Background: an optimization exercise with open tools, aiming at a short achievable clock period and few clock cycles. Do not read the settings as production practice. No functional check of the RTL was part of this run.

`flow/design.v`:
```
`timescale 1ns/1ps
package coreTypes;
    typedef logic [31:0] wordT;         
    typedef logic [3:0]  regIndexT;     
    typedef logic [11:0] immT;          
    localparam regIndexT pcIndex = 4'd15;   
    typedef enum logic [3:0] {
        opOr      = 4'd0,
        opAnd     = 4'd1,
        opAdd     = 4'd2,
        opMul     = 4'd3,
        opRsvd4   = 4'd4,
        opShl     = 4'd5,
        opLt      = 4'd6,
        opEq      = 4'd7,
        opGt      = 4'd8,
        opAndNot  = 4'd9,
        opXor     = 4'd10,
        opSub     = 4'd11,
        opXnor    = 4'd12,
        opShr     = 4'd13,
        opNe      = 4'd14,
        opRsvd15  = 4'd15
    } aluOpT;
    typedef enum logic [3:0] {
        stIdle,
        stExec,
        stLatch,
        stMulWait,
        stMem,
        stCommit,
        stFetch,
        stThrow,
        stTrapIn,
        stVecRead,
        stSaveRet,
        stVecJump
    } coreStateT;
endpackage
`timescale 1ns/1ps
module instrDecode (
    input  coreTypes::wordT     insn,
    input  logic                enable,
    output coreTypes::regIndexT dest,
    output coreTypes::regIndexT srcX,
    output coreTypes::regIndexT srcY,
    output coreTypes::immT      imm,
    output coreTypes::aluOpT    op,
    output logic                swap,        
    output logic                storing,
    output logic                derefRhs,
    output logic                branch,
    output logic                throwReq,
    output logic [4:0]          vector
);
    coreTypes::wordT gated;     
    assign gated = enable ? insn : '0;
    assign swap     = gated[30];
    assign storing  = gated[29];
    assign derefRhs = gated[28];
    assign dest     = gated[27:24];
    assign srcX     = gated[23:20];
    assign srcY     = gated[19:16];
    assign op       = coreTypes::aluOpT'(gated[15:12]);
    assign imm      = gated[11:0];
    assign vector   = gated[4:0];    
    assign throwReq = gated[31] & gated[30];
    assign branch = (gated[27:24] == coreTypes::pcIndex) & ~gated[29];
endmodule
`timescale 1ns/1ps
module regFile (
    input  logic                clk,
    input  coreTypes::regIndexT readX,
    input  coreTypes::regIndexT readY,
    input  coreTypes::regIndexT readZ,
    output coreTypes::wordT     valueX,
    output coreTypes::wordT     valueY,
    output coreTypes::wordT     valueZ,
    input  logic                writeEn,
    input  coreTypes::wordT     writeData,
    input  coreTypes::wordT     nextPc
);
    coreTypes::wordT store [1:14];
    logic writeOk;
    assign valueX = (readX == coreTypes::pcIndex) ? nextPc : (readX == '0) ? '0 : store[readX];
    assign valueY = (readY == coreTypes::pcIndex) ? nextPc : (readY == '0) ? '0 : store[readY];
    assign valueZ = (readZ == coreTypes::pcIndex) ? nextPc : (readZ == '0) ? '0 : store[readZ];
    assign writeOk = writeEn && (readZ != '0) && (readZ != coreTypes::pcIndex);    
    always_ff @(posedge clk) begin
        if (writeOk) begin
            store[readZ] <= writeData;   
        end
    end
endmodule
`timescale 1ns/1ps
module aluExec (
    input  logic             clk,
    input  logic             enable,
    input  coreTypes::aluOpT op,
    input  logic             swap,
    input  coreTypes::immT   imm,
    input  coreTypes::wordT  valueX,
    input  coreTypes::wordT  valueY,
    output coreTypes::wordT  result
);
    coreTypes::wordT immExt;
    coreTypes::wordT operand;
    coreTypes::wordT addend;
    coreTypes::wordT base;
    logic lessThan;
    logic greaterThan;
    assign immExt = {{20{imm[11]}}, imm};    
    assign operand = swap ? immExt : valueY;
    assign addend  = swap ? valueY : immExt;
    assign lessThan    = $signed(valueX) < $signed(operand);
    assign greaterThan = $signed(valueX) > $signed(operand);
    always_comb begin
        base = '0;
        case (op)
            coreTypes::opOr:     base = valueX | operand;
            coreTypes::opAnd:    base = valueX & operand;
            coreTypes::opAdd:    base = valueX + operand;
            coreTypes::opMul:    base = valueX * operand;
            coreTypes::opShl:    base = valueX << operand;      
            coreTypes::opLt:     base = {32{lessThan}};         
            coreTypes::opEq:     base = {32{valueX == operand}};
            coreTypes::opGt:     base = {32{greaterThan}};
            coreTypes::opAndNot: base = valueX & ~operand;
            coreTypes::opXor:    base = valueX ^ operand;
            coreTypes::opSub:    base = valueX - operand;
            coreTypes::opXnor:   base = valueX ^~ operand;
            coreTypes::opShr:    base = valueX >> operand;      
            coreTypes::opNe:     base = {32{valueX != operand}};
            default:  base = '0;                     
        endcase
    end
    always_ff @(posedge clk) begin
        if (enable) begin
            result <= base + addend;
        end
    end
endmodule
`timescale 1ns/1ps
module coreSequencer #(
    parameter coreTypes::wordT RESET_VECTOR   = 32'h0000_0000,
    parameter coreTypes::wordT VECTOR_BASE    = 32'h0000_0040,
    parameter coreTypes::wordT TRAMP_BOTTOM   = 32'h0000_00c8,
    parameter coreTypes::wordT TRAP_SAVE_ADDR = 32'h0000_0060
) (
    input  logic            clk,
    input  logic            reset_n,
    input  logic            halt,
    input  logic            trap,
    input  logic            storing,
    input  logic            derefRhs,
    input  logic            branch,
    input  logic            throwReq,
    input  logic [4:0]      vector,
    input  coreTypes::wordT aluResult,
    input  coreTypes::wordT dIn,
    input  coreTypes::wordT valueZ,
    output coreTypes::wordT iAddr,
    output coreTypes::wordT nextPc,
    output logic            decodeEnable,
    output logic            aluEnable,
    output logic            regWrite,
    output coreTypes::wordT writeData,
    output coreTypes::wordT dAddr,
    output coreTypes::wordT dOut,
    output logic            memRw,
    output logic            strobe
);
    coreTypes::coreStateT state;
    coreTypes::coreStateT stateNext;
    coreTypes::wordT      resultQ;      
    coreTypes::wordT      loadQ;
    coreTypes::wordT      vectorQ;      
    logic      loading;
    logic      trapWrite;
    always_comb begin
        stateNext = state;
        case (state)
            coreTypes::stIdle:    stateNext = halt ? coreTypes::stIdle : coreTypes::stFetch;
            coreTypes::stExec: begin
                if (halt) begin
                    stateNext = coreTypes::stIdle;
                end else if (trap) begin
                    stateNext = coreTypes::stTrapIn;
                end else if (throwReq) begin
                    stateNext = coreTypes::stThrow;
                end else begin
                    stateNext = coreTypes::stLatch;
                end
            end
            coreTypes::stLatch:   stateNext = coreTypes::stMulWait;
            coreTypes::stMulWait: stateNext = coreTypes::stMem;        
            coreTypes::stMem:     stateNext = coreTypes::stCommit;
            coreTypes::stCommit:  stateNext = coreTypes::stFetch;
            coreTypes::stFetch:   stateNext = coreTypes::stExec;
            coreTypes::stThrow:   stateNext = coreTypes::stVecRead;
            coreTypes::stVecRead: stateNext = coreTypes::stSaveRet;
            coreTypes::stTrapIn:  stateNext = coreTypes::stSaveRet;
            coreTypes::stSaveRet: stateNext = coreTypes::stVecJump;
            coreTypes::stVecJump: stateNext = coreTypes::stFetch;
            default:   stateNext = coreTypes::stIdle;
        endcase
    end
    always_ff @(posedge clk) begin
        if (!reset_n) begin
            state  <= coreTypes::stIdle;
            iAddr  <= RESET_VECTOR;
            nextPc <= RESET_VECTOR + 32'd1;
        end else begin
            state <= stateNext;
            case (state)
                coreTypes::stIdle:    iAddr  <= RESET_VECTOR;
                coreTypes::stCommit:  iAddr  <= branch ? writeData : nextPc;
                coreTypes::stVecJump: iAddr  <= vectorQ;
                coreTypes::stFetch:   nextPc <= iAddr + 32'd1;
                default: ;
            endcase
        end
    end
    always_ff @(posedge clk) begin
        if (!reset_n) begin
            resultQ <= '0;       
        end else case (state)
            coreTypes::stLatch:   resultQ <= aluResult;
            coreTypes::stMem:     loadQ   <= dIn;
            coreTypes::stThrow:   resultQ <= VECTOR_BASE | {27'd0, vector};
            coreTypes::stVecRead: vectorQ <= dIn;               
            coreTypes::stTrapIn:  vectorQ <= TRAMP_BOTTOM;
            coreTypes::stSaveRet: resultQ <= iAddr;             
            default: ;
        endcase
    end
    assign decodeEnable = (state != coreTypes::stFetch);    
    assign aluEnable    = (state == coreTypes::stExec);
    assign loading      = derefRhs & ~storing;
    assign regWrite  = (state == coreTypes::stCommit) & ~storing;
    assign writeData = derefRhs ? loadQ : resultQ;
    assign trapWrite = (state == coreTypes::stSaveRet) || (state == coreTypes::stVecJump);
    assign dAddr     = trapWrite ? TRAP_SAVE_ADDR : resultQ;
    assign dOut      = trapWrite ? resultQ : valueZ;
    assign strobe = ((state == coreTypes::stMem) & (loading | storing)) | (state == coreTypes::stVecJump);
    assign memRw  = ((state == coreTypes::stMem) & storing) | (state == coreTypes::stVecJump);
endmodule
`timescale 1ns/1ps
module tinyCore #(
    parameter coreTypes::wordT RESET_VECTOR   = 32'h0000_0000,
    parameter coreTypes::wordT VECTOR_BASE    = 32'h0000_0040,
    parameter coreTypes::wordT TRAMP_BOTTOM   = 32'h0000_00c8,
    parameter coreTypes::wordT TRAP_SAVE_ADDR = 32'h0000_0060
) (
    input  logic            clk,
    input  logic            reset_n,
    input  logic            halt,
    input  logic            trap,
    output coreTypes::wordT iAddr,
    input  coreTypes::wordT iData,
    output coreTypes::wordT dAddr,
    input  coreTypes::wordT dIn,
    output coreTypes::wordT dOut,
    output logic            memRw,
    output logic            strobe
);
    coreTypes::wordT valueX;
    coreTypes::wordT valueY;
    coreTypes::wordT valueZ;
    coreTypes::wordT aluResult;
    coreTypes::wordT writeData;
    coreTypes::wordT nextPc;
    logic decodeEnable;
    logic aluEnable;
    logic regWrite;
    coreTypes::regIndexT   decDest;
    coreTypes::regIndexT   decSrcX;
    coreTypes::regIndexT   decSrcY;
    coreTypes::immT        decImm;
    coreTypes::aluOpT      decOp;
    logic       decSwap;
    logic       decStoring;
    logic       decDerefRhs;
    logic       decBranch;
    logic       decThrowReq;
    logic [4:0] decVector;
    instrDecode uDecode (
        .insn     (iData),
        .enable   (decodeEnable),
        .dest     (decDest),
        .srcX     (decSrcX),
        .srcY     (decSrcY),
        .imm      (decImm),
        .op       (decOp),
        .swap     (decSwap),
        .storing  (decStoring),
        .derefRhs (decDerefRhs),
        .branch   (decBranch),
        .throwReq (decThrowReq),
        .vector   (decVector)
    );
    regFile uRegs (
        .clk       (clk),
        .readX     (decSrcX),
        .readY     (decSrcY),
        .readZ     (decDest),
        .valueX    (valueX),
        .valueY    (valueY),
        .valueZ    (valueZ),
        .writeEn   (regWrite),
        .writeData (writeData),
        .nextPc    (nextPc)
    );
    aluExec uAlu (
        .clk    (clk),
        .enable (aluEnable),
        .op     (decOp),
        .swap   (decSwap),
        .imm    (decImm),
        .valueX (valueX),
        .valueY (valueY),
        .result (aluResult)
    );
    coreSequencer #(
        .RESET_VECTOR   (RESET_VECTOR),
        .VECTOR_BASE    (VECTOR_BASE),
        .TRAMP_BOTTOM   (TRAMP_BOTTOM),
        .TRAP_SAVE_ADDR (TRAP_SAVE_ADDR)
    ) uSeq (
        .clk          (clk),
        .reset_n      (reset_n),
        .halt         (halt),
        .trap         (trap),
        .storing      (decStoring),
        .derefRhs     (decDerefRhs),
        .branch       (decBranch),
        .throwReq     (decThrowReq),
        .vector       (decVector),
        .aluResult    (aluResult),
        .dIn          (dIn),
        .valueZ       (valueZ),
        .iAddr        (iAddr),
        .nextPc       (nextPc),
        .decodeEnable (decodeEnable),
        .aluEnable    (aluEnable),
        .regWrite     (regWrite),
        .writeData    (writeData),
        .dAddr        (dAddr),
        .dOut         (dOut),
        .memRw        (memRw),
        .strobe       (strobe)
    );
endmodule
```
`flow/run.sh`:
```
#!/bin/bash
# synth_recipe.tcl (not shown) runs the flow's synth.tcl, then flattens the netlist and writes it again
# the make line also repeats each setting of config.mk as NAME=value (left out here)
make -C /OpenROAD-flow-scripts/flow DESIGN_CONFIG=/design/flow/config.mk WORK_HOME=/design/flow/orfs CLKGATE_MAP_FILE= SYNTH_SCRIPT=/design/flow/synth_recipe.tcl finish
```
`flow/config.mk`:
```
export PLATFORM = sky130hd
export DESIGN_NAME = tinyCore
export DESIGN_NICKNAME = tinyCore
export VERILOG_FILES = /design/flow/design.v
export SDC_FILE = /design/flow/constraint.sdc
export NUM_CORES = 4
export LEC_CHECK = 0
export CAP_MARGIN = 20
export CORE_MARGIN = 2
export CORE_UTILIZATION = 30
export SLEW_MARGIN = 20
```
`flow/constraint.sdc`:
```
create_clock -name core_clock -period 16.0 [get_ports {clk}]
set_input_delay 3.2000 -clock core_clock [delete_from_list [all_inputs] [get_ports {clk}]]
set_output_delay 3.2000 -clock core_clock [all_outputs]
set_load 0.01 [all_outputs]
```
==> run notes <==
The flow ran to the end and the layout has no timing, DRC or antenna violations. The final route contains 59000 vias. The number of DRC markers after the initial detailed-route iteration came out at between 9000 and 10000. The mapped cell area is a little over 60000 sq um. The number of detailed-route iterations in the first pass is 10. The average wire length per cell after detail routing is about 33 um. The required time at the endpoint of the critical path came out at between 15 and 20 ns. The number of vias per cell came out at 6.20. The H-tree was split into 3 levels. The full die area is between 200000 and 250000 sq um. The number of buffer cells added on primary ports is 165.

For the pin with the worst max-slew slack, the measured transition is 1.26 ns. In this run the count of I/O pins placed on the die edge is 166. The startpoint-to-endpoint class of the critical path is in2reg. The number of hold-slack violations in the final timing report was 0. After clock tree synthesis, the setup repair step added 0 buffers. The worst setup path is captured at a flip-flop. The final weighted congestion in routability-driven placement is roughly 1.0. The normalized max-slew margin is between 15 and 20%.

The aggregate negative setup slack came out at 0 ns. The residual antenna-violating net count after detailed routing came out at 0. The TritonCTS buffer count is 66.

The die height is around 460 um. In the global route stage, met1 resource usage came out at 36.0%. The cell family contributing the most delay on the critical path is compound AO/OA/AOI/OAI gates. The unique cell type count in the Yosys netlist came out at 124. The via count of the first global-routing pass came out at ~56000.

The overall global routing resource usage came out at 28.6%. In the global route stage, met2 resource usage came out at a little over two fifths. The sum of overflow across all layers after global routing is 0. The share of the clock period used by the worst path came out at 96.5%. The number of antenna violations at the first check in global routing is 26. The min-delay analysis places its worst path in the category reg2reg. The part of the Yosys area used for sequential elements is between 20% and 30%.

The total routed wirelength came out at between 300 and 400 mm. The met3 demand-to-capacity share in global routing came out at ~7.9%. The maximum number of pins on one net before global-route repair came out at between 100 and 150. The clock arrives with around 0.04 ns of skew.

The clock passes through at most 3 buffers. The initial utilization of the core area, before any placement, comes to between 30% and 40%. The cell row count is approximately 170. The total setup violations reported at the end of the flow is 0. The register clock-pin slew on the reported worst setup and hold paths is around 0.07 ns. In this run the horizontal extent of the chip is about 460 um. The post-synth net total came out at ~7500. Hold timing on the final database bottoms out at a slack of between 0.5 and 0.6 ns.

The per-instance average area after synthesis is just over 9 sq um. The time the final worst path needs with I/O delays and setup is approximately 15 ns. The peak-usage layer in the global routing report is met2. Static timing analysis puts the maximum clock frequency at between 0.06 and 0.07 GHz.

For this run, the leading register cell type out of synthesis is edfxtp_1. The number of hold buffers added after CTS came out at 0. The critical path contains buffers and inverters numbering 11 combined. The post-cts gate resize count came out at 0. The total area inside the core boundary comes to between 200000 and 250000 sq um.

The max-cap violation count is 0. The flop and latch count out of synthesis came out at 644. The clock reaches the later pin of the worst-skew pair after approximately 0.67 ns.

The count of pins over their slew limit is 0. The async set or reset register ratio after synthesis is 0%. For this design, the slowest cell found on the critical path is a221oi_1.

TritonCTS built the clock tree. For the worst setup path, the data arrival time is about 16 ns. The number of synthesized flops with an enable pin came out at 544. The wire length of the first global-routing pass came out at ~430 mm. The post-route DRC violation count came out at 0. Compared with the post-synthesis result, the final layout area differs by 11.7%.

In the final design database the tool counted roughly 7500 nets. The clock sink total came out at between 600 and 700. CTS placed an instance of clkbuf_16 at the clock tree root. The cell count after synthesis came out at approximately 6700. STA classifies the critical path startpoint as a primary input.

Detailed placement ended at an HPWL of 230 mm. Setup repair after global routing left no endpoint under its margin. The delay contributed by the slowest stage of the critical path is between 0.9 and 1 ns.

The count of warnings emitted by yosys is 3. Of all nets on the critical path, the largest fanout is 16. The share of post-route cells with drive strength above 1 is 10.4%.
-- metrics by stage --
step	setup WS [ns]	cell area, sq um	instances	utilization [%]
6_report	0.553	69600	9517	33.7
4_1_cts	0.991	69600	9501	33.6
3_5_place_dp	0.408	67500	9381	32.6
5_1_grt	0.211	69600	9508	33.7
3_3_place_gp	0.499	67400	9380	32.6
2_1_floorplan	1.91	62300	6747	-
-- worst reg2reg max path: cells and delay by family (launching register included) --
kind | cells | cell delay (ns)
simple gates | 8 | 2.25
flops | 1 | 0.69
xor+xnor | 2 | 0.42
compound gates | 14 | 4.20
buf+inv | 7 | 1.75
fa+ha+maj | 10 | 4.15
-- cells in the mapped netlist (all sizes together) (85+ instances only) --
master	n	area [sq um]
dfxtp	100	2000
fa	411	8230
clkbuf	288	1090
buf	233	1440
ha	250	3130
nor2b	93	582
nand3	188	941
o221ai	85	757
edfxtp	544	16300
mux2	114	1280
nand2	795	2990
nor2	600	2260
xnor2	121	1070
o211ai	121	928
a31oi	130	826
mux2i	313	3130
inv	584	2190
o21ai	347	1750
a21oi	331	1680
-- area by class of cell --
| class | count | area [sq um] |
|---|---|---|
| Fill cell | 21200 | 137000 |
| Multi-Input combinational cell | 4989 | 39600 |
| Sequential cell | 644 | 18300 |
| Timing Repair Buffer | 452 | 3920 |
| Tap cell | 2704 | 3380 |
| Inverter | 593 | 2230 |
| Clock buffer | 86 | 1800 |
| Clock inverter | 34 | 307 |
| Antenna cell | 15 | 37.5 |
-- state kept, by name, summed over array words and instances, names as in the netlist --
register,flops
uRegs.store,448
uSeq.iAddr,32
uSeq.vectorQ,32
uSeq.loadQ,32
uSeq.resultQ,32
uAlu.result,32
uSeq.state,4
uSeq.nextPc,32
-- worst paths after layout --
path	from	slack [ns]	cells after the start	endpoint
max	iData[19]	0.55	44	uAlu.result[29]$_DFFE_PP_
min	uSeq.vectorQ[10]$_SDFFCE_PP0P_	0.54	2	uSeq.iAddr[10]$_SDFFE_PN0P_
max reg2reg	uSeq.state[1]$_SDFF_PN0_	2.26	41	uAlu.result[29]$_DFFE_PP_
min reg2reg	uSeq.vectorQ[10]$_SDFFCE_PP0P_	0.54	2	uSeq.iAddr[10]$_SDFFE_PN0P_
-- kinds of logic (layout without fill, tap and decap cells) --
group	count (synthesis)	after routing	share of synthesized area [%]
buffers and inverters	1114	1165	7.63
multiplexers	489	489	9.35
flip-flops	644	644	29.4
AND/OR/NAND/NOR	1998	1998	14.1
adder cells (fa/ha/maj)	661	661	18.2
other	0	15	0
AO/OA/AOI/OAI	1673	1673	18.8
XOR/XNOR	168	168	2.48
-- placed cells by master, fill, tap and decap left out, drive strengths merged, types with 121 or more instances in the layout --
cell / instances
edfxtp: 544
inv: 587
clkdlybuf4s50: 155
buf: 296
xnor2: 121
nor2: 600
nand2: 795
nand3: 188
mux2i: 313
a21oi: 331
o21ai: 347
fa: 411
a31oi: 130
ha: 250
o211ai: 121
-- metal layers --
metal	vias up	wire [um]
met4	20	26300
li1	24000	-
met2	4824	132000
met3	1187	39600
met5	-	131
met1	29000	115000

## static timing again, ports no longer ideal
Ports are ideal in the flow. The routed layout listed here was re-timed in OpenROAD.
Step 1: set_driving_cell puts a clkbuf_16 on clk and a buf_2 on each other input, an assumption about the parent block.
Step 2 also shifts input and output timing later by t, the mid clock arrival at the registers, as if the neighbouring blocks saw the same clock.
a / b / c = ideal / step 1 / step 2; a / b = the first two.
t (ns): 0.712
slack for setup (ns): 0.553 / 0.490 / -0.222
cell pins on the clock port's net: 1
With both steps, setup timing fails in this run, where it was met with ideal ports. The setup slack of this run moves by -0.063 ns with the drivers and by -0.775 ns with both steps.
